Background: an optimization exercise with open tools, aiming at a short achievable clock period and few clock cycles. Do not read the settings as production practice.
The RTL was checked by simulation tests, not by an equivalence proof against the original design.

[flow/config.mk]
export PLATFORM = sky130hd
export DESIGN_NAME = armTop
export DESIGN_NICKNAME = armTop
export VERILOG_FILES = /design/flow/design.v
export SDC_FILE = /design/flow/constraint.sdc
export NUM_CORES = 4
export LEC_CHECK = 0
export ABC_CLOCK_PERIOD_IN_PS = 4000
export CAP_MARGIN = 20
export CORE_MARGIN = 2
export CORE_UTILIZATION = 40
export SLEW_MARGIN = 20
[flow/constraint.sdc]
create_clock -name core_clock -period 13.0 [get_ports {clk}]
set_input_delay 2.6000 -clock core_clock [delete_from_list [all_inputs] [get_ports {clk}]]
set_output_delay 2.6000 -clock core_clock [all_outputs]
set_load 0.01 [all_outputs]
[flow/design.v]
`timescale 1ns/1ns
package armPkg;
	typedef logic [31:0] wordT;
	typedef logic [3:0] regAddrT;
	typedef logic [3:0] flagsT;
	typedef logic [3:0] condT;
	localparam int mulRows = 5;
endpackage
`timescale 1ns/1ns
import armPkg::*;
module alu (
	input  armPkg::wordT a,
	input  armPkg::wordT b,
	input  logic         isSub,
	input  logic         opArith,
	input  logic         opAnd,
	input  logic         opOrr,
	input  logic         opEor,
	output armPkg::wordT result,
	output logic         cOut,
	output logic         vOut,
	output logic         zArith
);
	armPkg::wordT bx;
	logic [32:0]  sum;
	assign bx  = b;
	assign sum = {1'b0, a} + {1'b0, bx} + {32'd0, isSub};
	assign result = ({32{opArith}} & sum[31:0])
		| ({32{opAnd}} & (a & b))
		| ({32{opOrr}} & (a | b))
		| ({32{opEor}} & (a ^ b));
	logic [31:0] hs;
	logic [31:0] kin;
	assign hs     = a ^ bx;
	assign kin    = {a[30:0] | bx[30:0], isSub};
	assign zArith = (hs == kin);
	assign cOut = sum[32];
	assign vOut = ~(a[31] ^ bx[31]) & (a[31] ^ sum[31]);
endmodule
module mulStage1 (
	input  logic [31:0] an,
	input  logic [31:0] bn,
	output logic [4:0][31:0] rows
);
	logic [31:0] pp0;
	assign pp0 = ~(an | {32{bn[0]}});
	logic [31:0] pp1;
	assign pp1 = {~(an[30:0] | {31{bn[1]}}), 1'b0};
	logic [31:0] pp2;
	assign pp2 = {~(an[29:0] | {30{bn[2]}}), 2'b0};
	logic [31:0] pp3;
	assign pp3 = {~(an[28:0] | {29{bn[3]}}), 3'b0};
	logic [31:0] pp4;
	assign pp4 = {~(an[27:0] | {28{bn[4]}}), 4'b0};
	logic [31:0] pp5;
	assign pp5 = {~(an[26:0] | {27{bn[5]}}), 5'b0};
	logic [31:0] pp6;
	assign pp6 = {~(an[25:0] | {26{bn[6]}}), 6'b0};
	logic [31:0] pp7;
	assign pp7 = {~(an[24:0] | {25{bn[7]}}), 7'b0};
	logic [31:0] pp8;
	assign pp8 = {~(an[23:0] | {24{bn[8]}}), 8'b0};
	logic [31:0] pp9;
	assign pp9 = {~(an[22:0] | {23{bn[9]}}), 9'b0};
	logic [31:0] pp10;
	assign pp10 = {~(an[21:0] | {22{bn[10]}}), 10'b0};
	logic [31:0] pp11;
	assign pp11 = {~(an[20:0] | {21{bn[11]}}), 11'b0};
	logic [31:0] pp12;
	assign pp12 = {~(an[19:0] | {20{bn[12]}}), 12'b0};
	logic [31:0] pp13;
	assign pp13 = {~(an[18:0] | {19{bn[13]}}), 13'b0};
	logic [31:0] pp14;
	assign pp14 = {~(an[17:0] | {18{bn[14]}}), 14'b0};
	logic [31:0] pp15;
	assign pp15 = {~(an[16:0] | {17{bn[15]}}), 15'b0};
	logic [31:0] pp16;
	assign pp16 = {~(an[15:0] | {16{bn[16]}}), 16'b0};
	logic [31:0] pp17;
	assign pp17 = {~(an[14:0] | {15{bn[17]}}), 17'b0};
	logic [31:0] pp18;
	assign pp18 = {~(an[13:0] | {14{bn[18]}}), 18'b0};
	logic [31:0] pp19;
	assign pp19 = {~(an[12:0] | {13{bn[19]}}), 19'b0};
	logic [31:0] pp20;
	assign pp20 = {~(an[11:0] | {12{bn[20]}}), 20'b0};
	logic [31:0] pp21;
	assign pp21 = {~(an[10:0] | {11{bn[21]}}), 21'b0};
	logic [31:0] pp22;
	assign pp22 = {~(an[9:0] | {10{bn[22]}}), 22'b0};
	logic [31:0] pp23;
	assign pp23 = {~(an[8:0] | {9{bn[23]}}), 23'b0};
	logic [31:0] pp24;
	assign pp24 = {~(an[7:0] | {8{bn[24]}}), 24'b0};
	logic [31:0] pp25;
	assign pp25 = {~(an[6:0] | {7{bn[25]}}), 25'b0};
	logic [31:0] pp26;
	assign pp26 = {~(an[5:0] | {6{bn[26]}}), 26'b0};
	logic [31:0] pp27;
	assign pp27 = {~(an[4:0] | {5{bn[27]}}), 27'b0};
	logic [31:0] pp28;
	assign pp28 = {~(an[3:0] | {4{bn[28]}}), 28'b0};
	logic [31:0] pp29;
	assign pp29 = {~(an[2:0] | {3{bn[29]}}), 29'b0};
	logic [31:0] pp30;
	assign pp30 = {~(an[1:0] | {2{bn[30]}}), 30'b0};
	logic [31:0] pp31;
	assign pp31 = {~(an[0:0] | {1{bn[31]}}), 31'b0};
	logic [31:0] s1l0_s0, s1l0_c0;
	assign s1l0_s0 = pp0 ^ pp1 ^ pp2;
	assign s1l0_c0 = {((pp0[30:0] & pp1[30:0]) | (pp0[30:0] & pp2[30:0]) | (pp1[30:0] & pp2[30:0])), 1'b0};
	logic [31:0] s1l0_s1, s1l0_c1;
	assign s1l0_s1 = pp3 ^ pp4 ^ pp5;
	assign s1l0_c1 = {((pp3[30:0] & pp4[30:0]) | (pp3[30:0] & pp5[30:0]) | (pp4[30:0] & pp5[30:0])), 1'b0};
	logic [31:0] s1l0_s2, s1l0_c2;
	assign s1l0_s2 = pp6 ^ pp7 ^ pp8;
	assign s1l0_c2 = {((pp6[30:0] & pp7[30:0]) | (pp6[30:0] & pp8[30:0]) | (pp7[30:0] & pp8[30:0])), 1'b0};
	logic [31:0] s1l0_s3, s1l0_c3;
	assign s1l0_s3 = pp9 ^ pp10 ^ pp11;
	assign s1l0_c3 = {((pp9[30:0] & pp10[30:0]) | (pp9[30:0] & pp11[30:0]) | (pp10[30:0] & pp11[30:0])), 1'b0};
	logic [31:0] s1l0_s4, s1l0_c4;
	assign s1l0_s4 = pp12 ^ pp13 ^ pp14;
	assign s1l0_c4 = {((pp12[30:0] & pp13[30:0]) | (pp12[30:0] & pp14[30:0]) | (pp13[30:0] & pp14[30:0])), 1'b0};
	logic [31:0] s1l0_s5, s1l0_c5;
	assign s1l0_s5 = pp15 ^ pp16 ^ pp17;
	assign s1l0_c5 = {((pp15[30:0] & pp16[30:0]) | (pp15[30:0] & pp17[30:0]) | (pp16[30:0] & pp17[30:0])), 1'b0};
	logic [31:0] s1l0_s6, s1l0_c6;
	assign s1l0_s6 = pp18 ^ pp19 ^ pp20;
	assign s1l0_c6 = {((pp18[30:0] & pp19[30:0]) | (pp18[30:0] & pp20[30:0]) | (pp19[30:0] & pp20[30:0])), 1'b0};
	logic [31:0] s1l0_s7, s1l0_c7;
	assign s1l0_s7 = pp21 ^ pp22 ^ pp23;
	assign s1l0_c7 = {((pp21[30:0] & pp22[30:0]) | (pp21[30:0] & pp23[30:0]) | (pp22[30:0] & pp23[30:0])), 1'b0};
	logic [31:0] s1l0_s8, s1l0_c8;
	assign s1l0_s8 = pp24 ^ pp25 ^ pp26;
	assign s1l0_c8 = {((pp24[30:0] & pp25[30:0]) | (pp24[30:0] & pp26[30:0]) | (pp25[30:0] & pp26[30:0])), 1'b0};
	logic [31:0] s1l0_s9, s1l0_c9;
	assign s1l0_s9 = pp27 ^ pp28 ^ pp29;
	assign s1l0_c9 = {((pp27[30:0] & pp28[30:0]) | (pp27[30:0] & pp29[30:0]) | (pp28[30:0] & pp29[30:0])), 1'b0};
	logic [31:0] s1l1_s0, s1l1_c0;
	assign s1l1_s0 = s1l0_s0 ^ s1l0_c0 ^ s1l0_s1;
	assign s1l1_c0 = {((s1l0_s0[30:0] & s1l0_c0[30:0]) | (s1l0_s0[30:0] & s1l0_s1[30:0]) | (s1l0_c0[30:0] & s1l0_s1[30:0])), 1'b0};
	logic [31:0] s1l1_s1, s1l1_c1;
	assign s1l1_s1 = s1l0_c1 ^ s1l0_s2 ^ s1l0_c2;
	assign s1l1_c1 = {((s1l0_c1[30:0] & s1l0_s2[30:0]) | (s1l0_c1[30:0] & s1l0_c2[30:0]) | (s1l0_s2[30:0] & s1l0_c2[30:0])), 1'b0};
	logic [31:0] s1l1_s2, s1l1_c2;
	assign s1l1_s2 = s1l0_s3 ^ s1l0_c3 ^ s1l0_s4;
	assign s1l1_c2 = {((s1l0_s3[30:0] & s1l0_c3[30:0]) | (s1l0_s3[30:0] & s1l0_s4[30:0]) | (s1l0_c3[30:0] & s1l0_s4[30:0])), 1'b0};
	logic [31:0] s1l1_s3, s1l1_c3;
	assign s1l1_s3 = s1l0_c4 ^ s1l0_s5 ^ s1l0_c5;
	assign s1l1_c3 = {((s1l0_c4[30:0] & s1l0_s5[30:0]) | (s1l0_c4[30:0] & s1l0_c5[30:0]) | (s1l0_s5[30:0] & s1l0_c5[30:0])), 1'b0};
	logic [31:0] s1l1_s4, s1l1_c4;
	assign s1l1_s4 = s1l0_s6 ^ s1l0_c6 ^ s1l0_s7;
	assign s1l1_c4 = {((s1l0_s6[30:0] & s1l0_c6[30:0]) | (s1l0_s6[30:0] & s1l0_s7[30:0]) | (s1l0_c6[30:0] & s1l0_s7[30:0])), 1'b0};
	logic [31:0] s1l1_s5, s1l1_c5;
	assign s1l1_s5 = s1l0_c7 ^ s1l0_s8 ^ s1l0_c8;
	assign s1l1_c5 = {((s1l0_c7[30:0] & s1l0_s8[30:0]) | (s1l0_c7[30:0] & s1l0_c8[30:0]) | (s1l0_s8[30:0] & s1l0_c8[30:0])), 1'b0};
	logic [31:0] s1l1_s6, s1l1_c6;
	assign s1l1_s6 = s1l0_s9 ^ s1l0_c9 ^ pp30;
	assign s1l1_c6 = {((s1l0_s9[30:0] & s1l0_c9[30:0]) | (s1l0_s9[30:0] & pp30[30:0]) | (s1l0_c9[30:0] & pp30[30:0])), 1'b0};
	logic [31:0] s1l2_s0, s1l2_c0;
	assign s1l2_s0 = s1l1_s0 ^ s1l1_c0 ^ s1l1_s1;
	assign s1l2_c0 = {((s1l1_s0[30:0] & s1l1_c0[30:0]) | (s1l1_s0[30:0] & s1l1_s1[30:0]) | (s1l1_c0[30:0] & s1l1_s1[30:0])), 1'b0};
	logic [31:0] s1l2_s1, s1l2_c1;
	assign s1l2_s1 = s1l1_c1 ^ s1l1_s2 ^ s1l1_c2;
	assign s1l2_c1 = {((s1l1_c1[30:0] & s1l1_s2[30:0]) | (s1l1_c1[30:0] & s1l1_c2[30:0]) | (s1l1_s2[30:0] & s1l1_c2[30:0])), 1'b0};
	logic [31:0] s1l2_s2, s1l2_c2;
	assign s1l2_s2 = s1l1_s3 ^ s1l1_c3 ^ s1l1_s4;
	assign s1l2_c2 = {((s1l1_s3[30:0] & s1l1_c3[30:0]) | (s1l1_s3[30:0] & s1l1_s4[30:0]) | (s1l1_c3[30:0] & s1l1_s4[30:0])), 1'b0};
	logic [31:0] s1l2_s3, s1l2_c3;
	assign s1l2_s3 = s1l1_c4 ^ s1l1_s5 ^ s1l1_c5;
	assign s1l2_c3 = {((s1l1_c4[30:0] & s1l1_s5[30:0]) | (s1l1_c4[30:0] & s1l1_c5[30:0]) | (s1l1_s5[30:0] & s1l1_c5[30:0])), 1'b0};
	logic [31:0] s1l2_s4, s1l2_c4;
	assign s1l2_s4 = s1l1_s6 ^ s1l1_c6 ^ pp31;
	assign s1l2_c4 = {((s1l1_s6[30:0] & s1l1_c6[30:0]) | (s1l1_s6[30:0] & pp31[30:0]) | (s1l1_c6[30:0] & pp31[30:0])), 1'b0};
	logic [31:0] s1l3_s0, s1l3_c0;
	assign s1l3_s0 = s1l2_s0 ^ s1l2_c0 ^ s1l2_s1;
	assign s1l3_c0 = {((s1l2_s0[30:0] & s1l2_c0[30:0]) | (s1l2_s0[30:0] & s1l2_s1[30:0]) | (s1l2_c0[30:0] & s1l2_s1[30:0])), 1'b0};
	logic [31:0] s1l3_s1, s1l3_c1;
	assign s1l3_s1 = s1l2_c1 ^ s1l2_s2 ^ s1l2_c2;
	assign s1l3_c1 = {((s1l2_c1[30:0] & s1l2_s2[30:0]) | (s1l2_c1[30:0] & s1l2_c2[30:0]) | (s1l2_s2[30:0] & s1l2_c2[30:0])), 1'b0};
	logic [31:0] s1l3_s2, s1l3_c2;
	assign s1l3_s2 = s1l2_s3 ^ s1l2_c3 ^ s1l2_s4;
	assign s1l3_c2 = {((s1l2_s3[30:0] & s1l2_c3[30:0]) | (s1l2_s3[30:0] & s1l2_s4[30:0]) | (s1l2_c3[30:0] & s1l2_s4[30:0])), 1'b0};
	logic [31:0] s1l4_s0, s1l4_c0;
	assign s1l4_s0 = s1l3_s0 ^ s1l3_c0 ^ s1l3_s1;
	assign s1l4_c0 = {((s1l3_s0[30:0] & s1l3_c0[30:0]) | (s1l3_s0[30:0] & s1l3_s1[30:0]) | (s1l3_c0[30:0] & s1l3_s1[30:0])), 1'b0};
	logic [31:0] s1l4_s1, s1l4_c1;
	assign s1l4_s1 = s1l3_c1 ^ s1l3_s2 ^ s1l3_c2;
	assign s1l4_c1 = {((s1l3_c1[30:0] & s1l3_s2[30:0]) | (s1l3_c1[30:0] & s1l3_c2[30:0]) | (s1l3_s2[30:0] & s1l3_c2[30:0])), 1'b0};
	assign rows[0] = s1l4_s0;
	assign rows[1] = s1l4_c0;
	assign rows[2] = s1l4_s1;
	assign rows[3] = s1l4_c1;
	assign rows[4] = s1l2_c4;
endmodule
module mulStage2 (
	input  logic [4:0][31:0] rows,
	output logic [31:0] product,
	output logic        zero
);
	logic [31:0] s2l0_s0, s2l0_c0;
	assign s2l0_s0 = rows[0] ^ rows[1] ^ rows[2];
	assign s2l0_c0 = {((rows[0][30:0] & rows[1][30:0]) | (rows[0][30:0] & rows[2][30:0]) | (rows[1][30:0] & rows[2][30:0])), 1'b0};
	logic [31:0] s2l1_s0, s2l1_c0;
	assign s2l1_s0 = s2l0_s0 ^ s2l0_c0 ^ rows[3];
	assign s2l1_c0 = {((s2l0_s0[30:0] & s2l0_c0[30:0]) | (s2l0_s0[30:0] & rows[3][30:0]) | (s2l0_c0[30:0] & rows[3][30:0])), 1'b0};
	logic [31:0] s2l2_s0, s2l2_c0;
	assign s2l2_s0 = s2l1_s0 ^ s2l1_c0 ^ rows[4];
	assign s2l2_c0 = {((s2l1_s0[30:0] & s2l1_c0[30:0]) | (s2l1_s0[30:0] & rows[4][30:0]) | (s2l1_c0[30:0] & rows[4][30:0])), 1'b0};
	assign product = s2l2_s0 + s2l2_c0;
	assign zero = ((s2l2_s0 ^ s2l2_c0) == {(s2l2_s0[30:0] | s2l2_c0[30:0]), 1'b0});
endmodule
`timescale 1ns/1ns
import armPkg::*;
module regFile (
	input  logic            clk,
	input  logic            we,
	input  armPkg::regAddrT wa,
	input  armPkg::wordT    wd,
	input  logic [15:0]     selA,
	input  logic [15:0]     selB,
	input  logic [15:0]     selAn,
	input  logic [15:0]     selBn,
	input  armPkg::wordT    r15,
	output armPkg::wordT    rdA,
	output armPkg::wordT    rdB
);
	logic [14:0][31:0] regs;
	always_ff @(posedge clk) begin
		for (int i = 0; i < 15; i++) begin
			if (we && (wa == 4'(i))) begin
				regs[i] <= wd;
			end
		end
	end
	always_comb begin
		rdA = {{16{~selAn[15]}} & r15[31:16], {16{selA[15]}} & r15[15:0]};
		rdB = {{16{~selBn[15]}} & r15[31:16], {16{selB[15]}} & r15[15:0]};
		for (int i = 0; i < 15; i++) begin
			rdA = rdA | {{16{~selAn[i]}} & regs[i][31:16], {16{selA[i]}} & regs[i][15:0]};
			rdB = rdB | {{16{~selBn[i]}} & regs[i][31:16], {16{selB[i]}} & regs[i][15:0]};
		end
	end
endmodule
`timescale 1ns/1ns
import armPkg::*;
module datapath (
	input  logic         clk,
	input  logic         reset,
	input  armPkg::wordT readData,
	output armPkg::wordT adr,
	output armPkg::wordT writeData,
	output logic         memWrite
);
	armPkg::wordT adrQ;
	armPkg::wordT fpcQ;
	armPkg::wordT wdQ;
	logic         fetchQ;
	logic         memWQ;
	logic         vD;
	armPkg::wordT irD;
	armPkg::wordT pc8D;
	armPkg::regAddrT raD, rbD;
	logic [15:0]     selAD, selBD, selAnD, selBnD;
	logic            skV;
	armPkg::wordT    irS;
	armPkg::wordT    pc8S;
	armPkg::regAddrT raS, rbS;
	logic [15:0]     selAS, selBS, selAnS, selBnS;
	localparam int btbN = 4;
	logic [btbN-1:0]         btbV;
	logic [btbN-1:0][29:0]   btbTag;
	logic [btbN-1:0][31:0]   btbTgt;
	logic [btbN-1:0]         btbPtr;
	logic                    pTD, pTS;
	logic [btbN-1:0]         pVD, pVS, pVE;
	armPkg::wordT            pcD, pcS;
	logic            vE;
	logic            brChkE;
	logic            predE;
	armPkg::wordT    altE;
	logic            mulPhE;
	logic            isMulE;
	logic            isLoadE;
	logic            wrE;
	logic            sE;
	logic            pcwE;
	logic            cvE;
	logic            subE;
	logic            arithE;
	logic            andE;
	logic            orrE;
	logic            eorE;
	armPkg::regAddrT destE;
	armPkg::condT    condFE;
	armPkg::wordT    aE;
	armPkg::wordT    bE;
	armPkg::wordT    mulAnE;
	armPkg::wordT    mulBnE;
	logic [armPkg::mulRows-1:0][31:0] mulRowsE;
	armPkg::flagsT flags;
	assign adr       = adrQ;
	assign writeData = wdQ;
	assign memWrite  = memWQ;
	logic isBD, isMemD, isLoadD, isStoreD, isMulD, isDpD, isAlD;
	logic subD, arithD, andD, orrD, eorD, cvD;
	controlFsm u_dec (
		.instr   (irD),
		.isB     (isBD),
		.isMem   (isMemD),
		.isLoad  (isLoadD),
		.isStore (isStoreD),
		.isMul   (isMulD),
		.isDp    (isDpD),
		.isAl    (isAlD),
		.opSub   (subD),
		.opArith (arithD),
		.opAnd   (andD),
		.opOrr   (orrD),
		.opEor   (eorD),
		.setsCv  (cvD)
	);
	armPkg::regAddrT rnD, rdD, rsD, rmD;
	assign rnD = irD[19:16];
	assign rdD = irD[15:12];
	assign rsD = irD[11:8];
	assign rmD = irD[3:0];
	armPkg::wordT rfA, rfB;
	armPkg::wordT resE;
	logic         wrEnE;
	logic         condE;
	logic         stallE;
	logic         redirE;
	regFile u_regFile (
		.clk  (clk),
		.we   (wrEnE),
		.wa   (destE),
		.wd   (resE),
		.selA (selAD),
		.selB (selBD),
		.selAn (selAnD),
		.selBn (selBnD),
		.r15  (pc8D),
		.rdA  (rfA),
		.rdB  (rfB)
	);
	logic hitA, hitB;
	assign hitA = wrEnE & (destE == raD);
	assign hitB = wrEnE & (destE == rbD);
	armPkg::wordT opA, opB, stData;
	assign opA    = hitA ? resE : rfA;
	assign stData = hitB ? resE : rfB;
	assign opB    = (irD[25] & ~isMulD) ? {24'd0, irD[7:0]} : stData;
	armPkg::wordT memAdrD;
	logic [12:0]  memLoD;
	logic [19:0]  memHiIncD;
	assign memLoD    = {1'b0, rfA[11:0]} + {1'b0, irD[11:0]};
	assign memHiIncD = rfA[31:12] + 20'd1;
	assign memAdrD   = {memLoD[12] ? memHiIncD : rfA[31:12], memLoD[11:0]};
	logic isPcImmD, isBrD;
	assign isPcImmD = isDpD & irD[25] & arithD & ~subD & ~irD[20] & (rnD == 4'd15) & (rdD == 4'd15);
	assign isBrD    = isBD | isPcImmD;
	armPkg::wordT brTgtD;
	assign brTgtD = pc8D + (isBD ? {{6{irD[23]}}, irD[23:0], 2'b00} : {24'd0, irD[7:0]});
	logic condD;
	condUnit u_condD (
		.cond   (irD[31:28]),
		.flags  (flags),
		.condEx (condD)
	);
	logic flagsPend, specD, predD, fixD, stallD, advD, takeD, redirD, memGoD, exGoD;
	armPkg::wordT pc4D, idTgtD;
	assign flagsPend = vE & sE & condE;
	assign specD  = isBrD & ~isAlD & flagsPend;
	assign predD  = pTD | (isBD & irD[23]);
	assign fixD   = vD & pTD & ~isBD;
	assign stallD = stallE | fixD
		| (isMemD & ~isAlD & flagsPend)
		| (isMemD & hitA);
	assign advD   = vD & ~stallD & ~redirE;
	assign takeD  = specD ? predD : condD;
	assign redirD = (advD & isBrD & (takeD ^ pTD)) | (fixD & ~redirE);
	assign pc4D   = pcD + 32'd4;
	assign idTgtD = pTD ? pc4D : brTgtD;
	assign memGoD = advD & isMemD & condD;
	assign exGoD  = advD & ((isDpD & ~isPcImmD) | isMulD | (isLoadD & condD) | specD);
	armPkg::wordT aluRes, mulRes;
	logic         aluC, aluV, aluZa;
	alu u_alu (
		.a       (aE),
		.b       (bE),
		.isSub   (subE),
		.opArith (arithE),
		.opAnd   (andE),
		.opOrr   (orrE),
		.opEor   (eorE),
		.result  (aluRes),
		.cOut    (aluC),
		.vOut    (aluV),
		.zArith  (aluZa)
	);
	logic [armPkg::mulRows-1:0][31:0] mulRowsN;
	mulStage1 u_mul1 (
		.an   (mulAnE),
		.bn   (mulBnE),
		.rows (mulRowsN)
	);
	logic mulZero;
	mulStage2 u_mul2 (
		.rows    (mulRowsE),
		.product (mulRes),
		.zero    (mulZero)
	);
	condUnit u_condE (
		.cond   (condFE),
		.flags  (flags),
		.condEx (condE)
	);
	assign resE   = isLoadE ? readData : (isMulE ? mulRes : aluRes);
	assign stallE = vE & isMulE & ~mulPhE;
	assign wrEnE  = vE & wrE & condE & ~stallE;
	logic brMissE;
	assign brMissE = vE & brChkE & (condE ^ predE);
	assign redirE  = (vE & pcwE & condE) | brMissE;
	armPkg::wordT redirTgtE;
	assign redirTgtE = brChkE ? altE : aluRes;
	logic flagWE;
	logic nE, zE;
	assign flagWE = vE & sE & condE & ~stallE;
	assign nE = isMulE ? mulRes[31] : aluRes[31];
	assign zE = isMulE ? mulZero : (arithE ? aluZa : (aluRes == '0));
	always_ff @(posedge clk or posedge reset) begin
		if (reset) begin
			flags <= '0;
		end else if (flagWE) begin
			flags[3:2] <= {nE, zE};
			if (cvE) begin
				flags[1:0] <= {aluC, aluV};
			end
		end
	end
	logic         fetchOK, dFree, acceptF;
	armPkg::wordT fpcInc;
	armPkg::wordT seqPc;
	localparam int icN = 16;
	logic [icN-1:0]       icV;
	logic [icN-1:0][9:0]  icTag;
	logic [icN-1:0][31:0] icData;
	logic [icN-1:0]       icPtr;
	logic [icN-1:0]       icHitF;
	logic                 icHit, icUse, icStHit, fetchV;
	armPkg::wordT         icWord, fWord;
	always_comb begin
		icWord = '0;
		for (int i = 0; i < icN; i++) begin
			icHitF[i] = icV[i] & (icTag[i] == fpcQ[11:2]);
			icWord    = icWord | ({32{icHitF[i]}} & icData[i]);
		end
	end
	assign icHit = |icHitF;
	assign icStHit = memWQ & (fpcQ[11:2] == adrQ[11:2]);
	assign icUse   = ~fetchQ & icHit & ~icStHit;
	assign fetchV  = fetchQ | icUse;
	assign fWord   = fetchQ ? readData : icWord;
	assign fetchOK = fetchV & ~redirE & ~redirD;
	assign dFree   = ~vD | advD;
	assign acceptF = fetchOK & (dFree | ~skV);
	assign fpcInc  = fpcQ + 32'd4;
	logic [btbN-1:0] btbHitF;
	logic            pTF;
	armPkg::wordT    btbTgtF;
	always_comb begin
		btbTgtF = '0;
		for (int i = 0; i < btbN; i++) begin
			btbHitF[i] = btbV[i] & (btbTag[i] == fpcQ[31:2]);
			btbTgtF    = btbTgtF | ({32{btbHitF[i]}} & btbTgt[i]);
		end
	end
	assign pTF   = |btbHitF;
	assign seqPc = acceptF ? (pTF ? btbTgtF : fpcInc) : fpcQ;
	logic btbIns;
	assign btbIns = advD & isBD & takeD & ~pTD;
	logic [icN-1:0]  icStKill;
	logic [btbN-1:0] btbStKill;
	always_comb begin
		for (int i = 0; i < icN; i++) begin
			icStKill[i] = memWQ & (icTag[i] == adrQ[11:2]);
		end
		for (int i = 0; i < btbN; i++) begin
			btbStKill[i] = memWQ & (btbTag[i][9:0] == adrQ[11:2]);
		end
	end
	logic icIns;
	assign icIns = fetchQ & fetchOK & ~icHit;
	always_ff @(posedge clk or posedge reset) begin
		if (reset) begin
			icV   <= '0;
			icPtr <= icN'(1);
		end else begin
			icV <= (icV & ~icStKill) | (icIns ? icPtr : '0);
			if (icIns) begin
				icPtr <= {icPtr[icN-2:0], icPtr[icN-1]};
			end
		end
	end
	always_ff @(posedge clk) begin
		for (int i = 0; i < icN; i++) begin
			if (icIns && icPtr[i]) begin
				icTag[i]  <= fpcQ[11:2];
				icData[i] <= readData;
			end
		end
	end
	always_ff @(posedge clk or posedge reset) begin
		if (reset) begin
			btbV   <= '0;
			btbPtr <= btbN'(1);
		end else begin
			btbV <= (btbV & ~btbStKill
				& ~(brMissE ? pVE : '0)
				& ~((advD & isBD & pTD & ~takeD) ? pVD : '0))
				| (btbIns ? btbPtr : '0);
			if (btbIns) begin
				btbPtr <= {btbPtr[btbN-2:0], btbPtr[btbN-1]};
			end
		end
	end
	always_ff @(posedge clk) begin
		for (int i = 0; i < btbN; i++) begin
			if (btbIns && btbPtr[i]) begin
				btbTag[i] <= pcD[31:2];
				btbTgt[i] <= brTgtD;
			end
		end
	end
	always_ff @(posedge clk or posedge reset) begin
		if (reset) begin
			adrQ   <= '0;
			fpcQ   <= '0;
			fetchQ <= 1'b1;
			memWQ  <= 1'b0;
			vD     <= 1'b0;
			skV    <= 1'b0;
		end else begin
			memWQ <= 1'b0;
			if (redirE | (redirD & ~fixD)) begin
				vD  <= 1'b0;
				skV <= 1'b0;
			end else if (fixD) begin
				skV <= 1'b0;
			end else if (dFree) begin
				vD  <= skV | fetchOK;
				skV <= skV & fetchOK;
			end else begin
				skV <= skV | fetchOK;
			end
			if (redirE) begin
				adrQ   <= redirTgtE;
				fpcQ   <= redirTgtE;
				fetchQ <= 1'b1;
			end else if (redirD) begin
				adrQ   <= idTgtD;
				fpcQ   <= idTgtD;
				fetchQ <= 1'b1;
			end else if (memGoD) begin
				adrQ   <= memAdrD;
				fpcQ   <= seqPc;
				fetchQ <= 1'b0;
				memWQ  <= isStoreD;
			end else begin
				adrQ   <= seqPc;
				fpcQ   <= seqPc;
				fetchQ <= 1'b1;
			end
		end
	end
	logic            mulF, storeF;
	armPkg::regAddrT raF, rbF;
	assign mulF   = (fWord[27:21] == 7'd0) & (fWord[7:4] == 4'b1001);
	assign storeF = (fWord[27:26] == 2'b01) & ~fWord[20];
	assign raF    = mulF ? fWord[3:0] : fWord[19:16];
	assign rbF    = storeF ? fWord[15:12] : (mulF ? fWord[11:8] : fWord[3:0]);
	armPkg::wordT pc8F;
	logic [15:0]  selAF, selBF;
	assign pc8F  = fpcQ + 32'd8;
	assign selAF = 16'd1 << raF;
	assign selBF = 16'd1 << rbF;
	always_ff @(posedge clk) begin
		if (acceptF) begin
			irS   <= fWord;
			pcS   <= fpcQ;
			pTS   <= pTF;
			pVS   <= btbHitF;
			pc8S  <= pc8F;
			raS   <= raF;
			rbS   <= rbF;
			selAS <= selAF;
			selBS <= selBF;
			selAnS <= ~selAF;
			selBnS <= ~selBF;
		end
		if (dFree) begin
			pcD   <= skV ? pcS : fpcQ;
			pTD   <= skV ? pTS : pTF;
			pVD   <= skV ? pVS : btbHitF;
		end else if (fixD) begin
			pTD   <= 1'b0;
		end
		if (dFree) begin
			irD   <= skV ? irS : fWord;
			pc8D  <= skV ? pc8S : pc8F;
			raD   <= skV ? raS : raF;
			rbD   <= skV ? rbS : rbF;
			selAD <= skV ? selAS : selAF;
			selBD <= skV ? selBS : selBF;
			selAnD <= skV ? selAnS : ~selAF;
			selBnD <= skV ? selBnS : ~selBF;
		end
		wdQ <= stData;
	end
	always_ff @(posedge clk or posedge reset) begin
		if (reset) begin
			vE     <= 1'b0;
			mulPhE <= 1'b0;
		end else begin
			vE     <= stallE | exGoD;
			mulPhE <= stallE;
		end
	end
	always_ff @(posedge clk) begin
		mulRowsE <= mulRowsN;
		aE     <= opA;
		bE     <= opB ^ {32{subD & ~isMulD}};
		mulAnE <= ~opA;
		mulBnE <= ~opB;
		if (!stallE) begin
			isMulE  <= isMulD;
			brChkE  <= isBrD;
			predE   <= predD;
			altE    <= predD ? pc4D : brTgtD;
			pVE     <= pVD;
			isLoadE <= isLoadD;
			condFE  <= isLoadD ? 4'b1110 : irD[31:28];
			sE      <= irD[20] & ~isMemD & ~isBD;
			wrE     <= isLoadD | isMulD | (isDpD & (rdD != 4'd15));
			pcwE    <= isDpD & ~isPcImmD & (rdD == 4'd15);
			destE   <= isMulD ? rnD : rdD;
			cvE     <= cvD & ~isMulD;
			subE    <= subD & ~isMulD;
			arithE  <= arithD | isMulD;
			andE    <= andD & ~isMulD;
			orrE    <= orrD & ~isMulD;
			eorE    <= eorD & ~isMulD;
		end
	end
endmodule
`timescale 1ns/1ns
import armPkg::*;
module condUnit (
	input  armPkg::condT  cond,
	input  armPkg::flagsT flags,
	output logic          condEx
);
	logic neg;
	logic zero;
	logic carry;
	logic overflow;
	logic ge;
	assign {neg, zero, carry, overflow} = flags;
	assign ge = (neg == overflow);
	always_comb begin
		case (cond)
			4'd0:    condEx = zero;
			4'd1:    condEx = ~zero;
			4'd2:    condEx = carry;
			4'd3:    condEx = ~carry;
			4'd4:    condEx = neg;
			4'd5:    condEx = ~neg;
			4'd6:    condEx = overflow;
			4'd7:    condEx = ~overflow;
			4'd8:    condEx = carry & ~zero;
			4'd9:    condEx = ~(carry & ~zero);
			4'd10:   condEx = ge;
			4'd11:   condEx = ~ge;
			4'd12:   condEx = ~zero & ge;
			4'd13:   condEx = ~(~zero & ge);
			4'd14:   condEx = 1'b1;
			default: condEx = 1'b0;
		endcase
	end
endmodule
`timescale 1ns/1ns
import armPkg::*;
module controlFsm (
	input  armPkg::wordT instr,
	output logic         isB,
	output logic         isMem,
	output logic         isLoad,
	output logic         isStore,
	output logic         isMul,
	output logic         isDp,
	output logic         isAl,
	output logic         opSub,
	output logic         opArith,
	output logic         opAnd,
	output logic         opOrr,
	output logic         opEor,
	output logic         setsCv
);
	logic [1:0] op;
	logic [3:0] cmd;
	assign op  = instr[27:26];
	assign cmd = instr[24:21];
	assign isB     = op[1];
	assign isMem   = ~op[1] & op[0];
	assign isLoad  = isMem & instr[20];
	assign isStore = isMem & ~instr[20];
	assign isMul   = (op == 2'b00) & ~instr[25] & (cmd == 4'b0000) & (instr[7:4] == 4'b1001);
	assign isDp    = (op == 2'b00) & ~isMul;
	assign isAl    = (instr[31:28] == 4'b1110);
	assign opAnd   = (cmd == 4'b0000);
	assign opOrr   = (cmd == 4'b1100);
	assign opEor   = (cmd == 4'b0001);
	assign opSub   = (cmd == 4'b0010);
	assign opArith = ~(opAnd | opOrr | opEor);
	assign setsCv  = opArith;
endmodule
`timescale 1ns/1ns
import armPkg::*;
module armTop (
	input  logic         clk,
	input  logic         reset,
	input  armPkg::wordT readData,
	output armPkg::wordT writeData,
	output armPkg::wordT adr,
	output logic         memWrite
);
	datapath u_datapath (
		.clk       (clk),
		.reset     (reset),
		.readData  (readData),
		.adr       (adr),
		.writeData (writeData),
		.memWrite  (memWrite)
	);
endmodule
[flow/flow/run.sh]
#!/bin/bash
set -euo pipefail
bash standard.sh synth > synth.log 2>&1
bash standard.sh SETUP_SLACK_MARGIN=9 finish > layout.log 2>&1
[flow/standard.sh]
#!/bin/bash
# synth_recipe.tcl (not shown) runs the flow's synth.tcl, then flattens the netlist and writes it again
# the make line also repeats each setting of config.mk as NAME=value (left out here)
make -C /OpenROAD-flow-scripts/flow DESIGN_CONFIG=/design/flow/config.mk WORK_HOME=/design/flow/orfs CLKGATE_MAP_FILE= SYNTH_SCRIPT=/design/flow/synth_recipe.tcl "${@:-finish}"
==> results.py <==
metrics = {
    "synth": {
        "synth-async-reset-ratio_pct": 5.29,
        "ys_seq_area_share_pct": 56.1,
        "synthDistinctLibCells": 100,
        "yosysWarnings": 3,
        "syn_avg_cell_area_sq_um": 12.4,
        "syn_area_sq_mm": 0.110,
        "syn_inst": 8870,
        "ys.flop_type": "edfxtp_1",
        "synth_enable_flop_cells": 1797,
        "syn-num-nets": 9572,
        "ys_ff_latch": 2157,
    },
    "worst_setup_path": {
        "r2r_slack_ns": 8.02,
        "end_kind": "flop",
        "worstPathRequired_ns": 13.66,
        "worstSetupPathType": "reg2reg",
        "critPathArrivalTime_ns": 5.64,
        "path_buf_inv": 10,
        "slowest_stage": "dfrtp_4",
        "crit_fanout": 7,
        "path_cells": "buf_16, xnor2_2, nand3_4, nor4_4, bufbuf_16, buf_12, a21oi_1, nor4b_1, a31o_2, inv_1, nor3_4, nand4b_1, buf_4, buf_6, nor4_4, o31ai_4, buf_4, buf_6, clkinv_8, nand2_8, buf_12, o31ai_2",
        "cp-start-kind": "flop",
        "crit_path_max_incr_delay_ns": 0.53,
        "cp_top_family": "buffers and inverters",
    },
    "timing": {
        "finalCritPeriodShare_pct": 38.3,
        "worstMarginPinSlew_ns": 1.13,
        "finalClockSkew_ns": 0.165,
        "tns_ns": 0,
        "report.final.slew_viol_count": 0,
        "hold_viol_final": 0,
        "setup-violations-final": 0,
        "grt_setup_unrepaired": "true",
        "fin_crit_ns": 4.98,
        "max_freq_ghz": 0.201,
        "max_slew_margin_pct": 24.4,
    },
    "route": {
        "drc": 0,
        "vias_per_cell": 6.33,
        "initialDrtViolationCount": 13900,
        "first_pass_iters": 9,
        "routed_wl_um": 467000,
        "wl_per_cell_um": 34.4,
        "num_vias": 86000,
        "antenna_left": 0,
    },
    "finish": {
        "final_cells": 13600,
        "syn_to_final_growth_pct": 28.6,
        "finalNetCount": 10500,
        "drive_gt1_share_pct": 25.9,
    },
    "global_routing": {
        "antenna_found_initial": 29,
        "grt_max_degree": 105,
        "grt_pass1_wl_um": 623000,
        "grt_use_total_pct": 31.3,
        "overflow": 0,
        "grt_pass1_vias": 82300,
    },
    "cts": {
        "cts_hold_buffers": 0,
        "htreeDepth": 4,
        "cts_root_buf": "clkbuf_16",
        "cts_tree": "yes",
        "cts_num_sinks": 2157,
        "clock_latency_ns": 0.99,
        "cts_buffer_depth": 4,
        "clk_pin_slew_worst_paths_ns": 0.06,
        "numCtsBuffers": 236,
    },
    "placement": {
        "portBuffers": 98,
        "dp_cells": 12300,
        "hpwl_um": 263000,
        "gp_congestion": 0.972,
    },
    "min_path": {
        "hold_class": "reg2reg",
    },
    "floorplan": {
        "rows": 192,
        "core_sq_mm": 0.274,
        "fp.dieArea_sq_mm": 0.280,
        "die_x_um": 529,
        "start_util_pct": 40.2,
        "die_h_um": 529,
        "io_pins": 99,
    },
    "flow_run": {
        "cap_violations": 0,
    },
    "outcome": {
        "status": "complete, no violations",
    },
}
## cell usage after synthesis, drive strengths merged (88+ instances only)
library cell  number  area share, %
a22o             235            1.9
mux2             134            1.4
nand4            212            1.2
xor2             307            2.4
fa               418            7.6
nor2             698            2.4
edfxtp          1797             49
a22oi            303            2.1
nor4             110           0.63
ha               250            2.8
a21oi            215           0.98
buf              118           0.59
clkbuf           380            1.3
dfrtp            111            2.5
nand2            385            1.3
dfxtp            246            4.5
nand3            142           0.65
xnor2            463            3.7
a221oi           233            1.9
or2              161           0.91
nor3              88           0.41
o21ai            254            1.2
inv              710            2.4
## worst paths after layout
check | start | endpoint | cells after the start
worst max-delay path | u_datapath.fpcQ[6] | u_datapath.selBD[13] | 22
worst min-delay path | u_datapath.pVD[3] | u_datapath.pVE[3] | 0
worst max register to register | u_datapath.fpcQ[6] | u_datapath.selBD[13] | 22
worst min register to register | u_datapath.pVD[3] | u_datapath.pVE[3] | 0
max in group asynchronous | reset | u_datapath.fpcQ[9] | 4
min in group asynchronous | reset | u_datapath.adrQ[14] | 3
## through the flow
stage / worst slack [ns] / utilization, % / hold WS, ns / instance area [sq um]
2_1_floorplan: 7.51 / - / 0.423 / 111000
3_3_place_gp: 5.87 / 42.5 / 0.454 / 116000
3_5_place_dp: 5.82 / 42.5 / 0.447 / 116000
4_1_cts: 8.36 / 49.7 / 0.460 / 136000
5_1_grt: 8.06 / 51.7 / 0.478 / 142000
6_report: 8.02 / 51.7 / 0.483 / 142000
## area by class of cell
class	count	area (sq um)
flip-flops and latches	2157	61900
diodes	12	30.0
well taps	3589	4490
repair inverters	10	75.1
repair buffers	1152	15200
clock inverters	126	1300
clock buffers	308	6540
inverters	713	2850
multi-input cells	5508	49200
fillers	22300	132000
## flip-flops by register name, indices dropped and copies added (netlist names), 86 cells and up
signal / cells
u_datapath.btbTag: 120
u_datapath.btbTgt: 128
u_datapath.icData: 512
u_datapath.icTag: 160
u_datapath.mulRowsE: 86
u_datapath.u_regFile.regs: 480
## logic make-up after synthesis
logic type | Yosys count | synth area share [%]
DFF | 2157 | 56.1
and+or+nand+nor | 2141 | 9.62
AOI/OAI and AO/OA | 1739 | 11.6
buffers and inverters | 1211 | 4.32
xor gates and xnor gates | 770 | 6.12
adders and majority gates | 668 | 10.4
muxes | 184 | 1.84
## cells in the final DEF, fill, tap and decap left out, drive strengths merged, types with 36 or more instances in the layout
| cell type | synthesis | layout |
|---|---|---|
| a21o | 65 | 65 |
| a21oi | 215 | 215 |
| a221oi | 233 | 233 |
| a22o | 235 | 235 |
| a22oi | 303 | 303 |
| and2 | 52 | 52 |
| and3 | 55 | 55 |
| buf | 118 | 1042 |
| clkbuf | 380 | 352 |
| clkinv | 3 | 87 |
| clkinvlp | 0 | 50 |
| dfrtp | 111 | 111 |
| dfxtp | 246 | 246 |
| edfxtp | 1797 | 1797 |
| fa | 418 | 418 |
| ha | 250 | 250 |
| inv | 710 | 689 |
| mux2 | 134 | 134 |
| mux2i | 49 | 49 |
| nand2 | 385 | 388 |
| nand2b | 66 | 68 |
| nand3 | 142 | 142 |
| nand4 | 212 | 212 |
| nor2 | 698 | 698 |
| nor2b | 76 | 76 |
| nor3 | 88 | 88 |
| nor4 | 110 | 110 |
| o21a | 54 | 54 |
| o21ai | 254 | 254 |
| o31a | 36 | 36 |
| or2 | 161 | 162 |
| xnor2 | 463 | 463 |
| xor2 | 307 | 307 |
## routing by layer
layer / global-route usage, % / wire length, um / vias to the layer above
met4: 21.1 / 39500 / 14
met2: 46.1 / 198000 / 7114
met3: 8.76 / 62800 / 1722
met1: 40.1 / 166000 / 42900
met5: 0 / 154 / -
li1: - / - / 34200
## timing repair
item | in CTS | in global routing
cloned | 139 | 47
pin swaps | 178 | 235
resized for setup | 1449 | 570
endpoints found under the setup margin | 2092 | 1686
buffers inserted | 402 | 218
Testbench counts, summed over its fixed seeds: cycles 132,982.

## static timing again, ports no longer ideal
How much do the figures lean on ideal ports? The routed layout below was timed once more, with nothing changed but the port constraints. Step 1, drivers: a clkbuf_16 drives clk and a buf_2 each remaining input, both assumed. Step 2, shift: input delay + t, output delay - t, t = (earliest + latest rising clock arrival at the registers) / 2. This alone moves slack from input paths to output paths. a / b / c = no drivers / after step 1 / after step 2; a / b = the first two.
t (ns): 1.005
setup slack, ns: 8.023 / 8.023 / 7.449
hold WS [ns]: 0.483 / 0.483 / 0.483
clock arrival spread, ns: 0.166 / 0.166
worst slew at a driven data input, ns: 0.13
After both steps setup and hold are still met in this run. For this run, drivers alone change the setup slack by 0.000 ns; drivers and shift together by -0.574 ns.
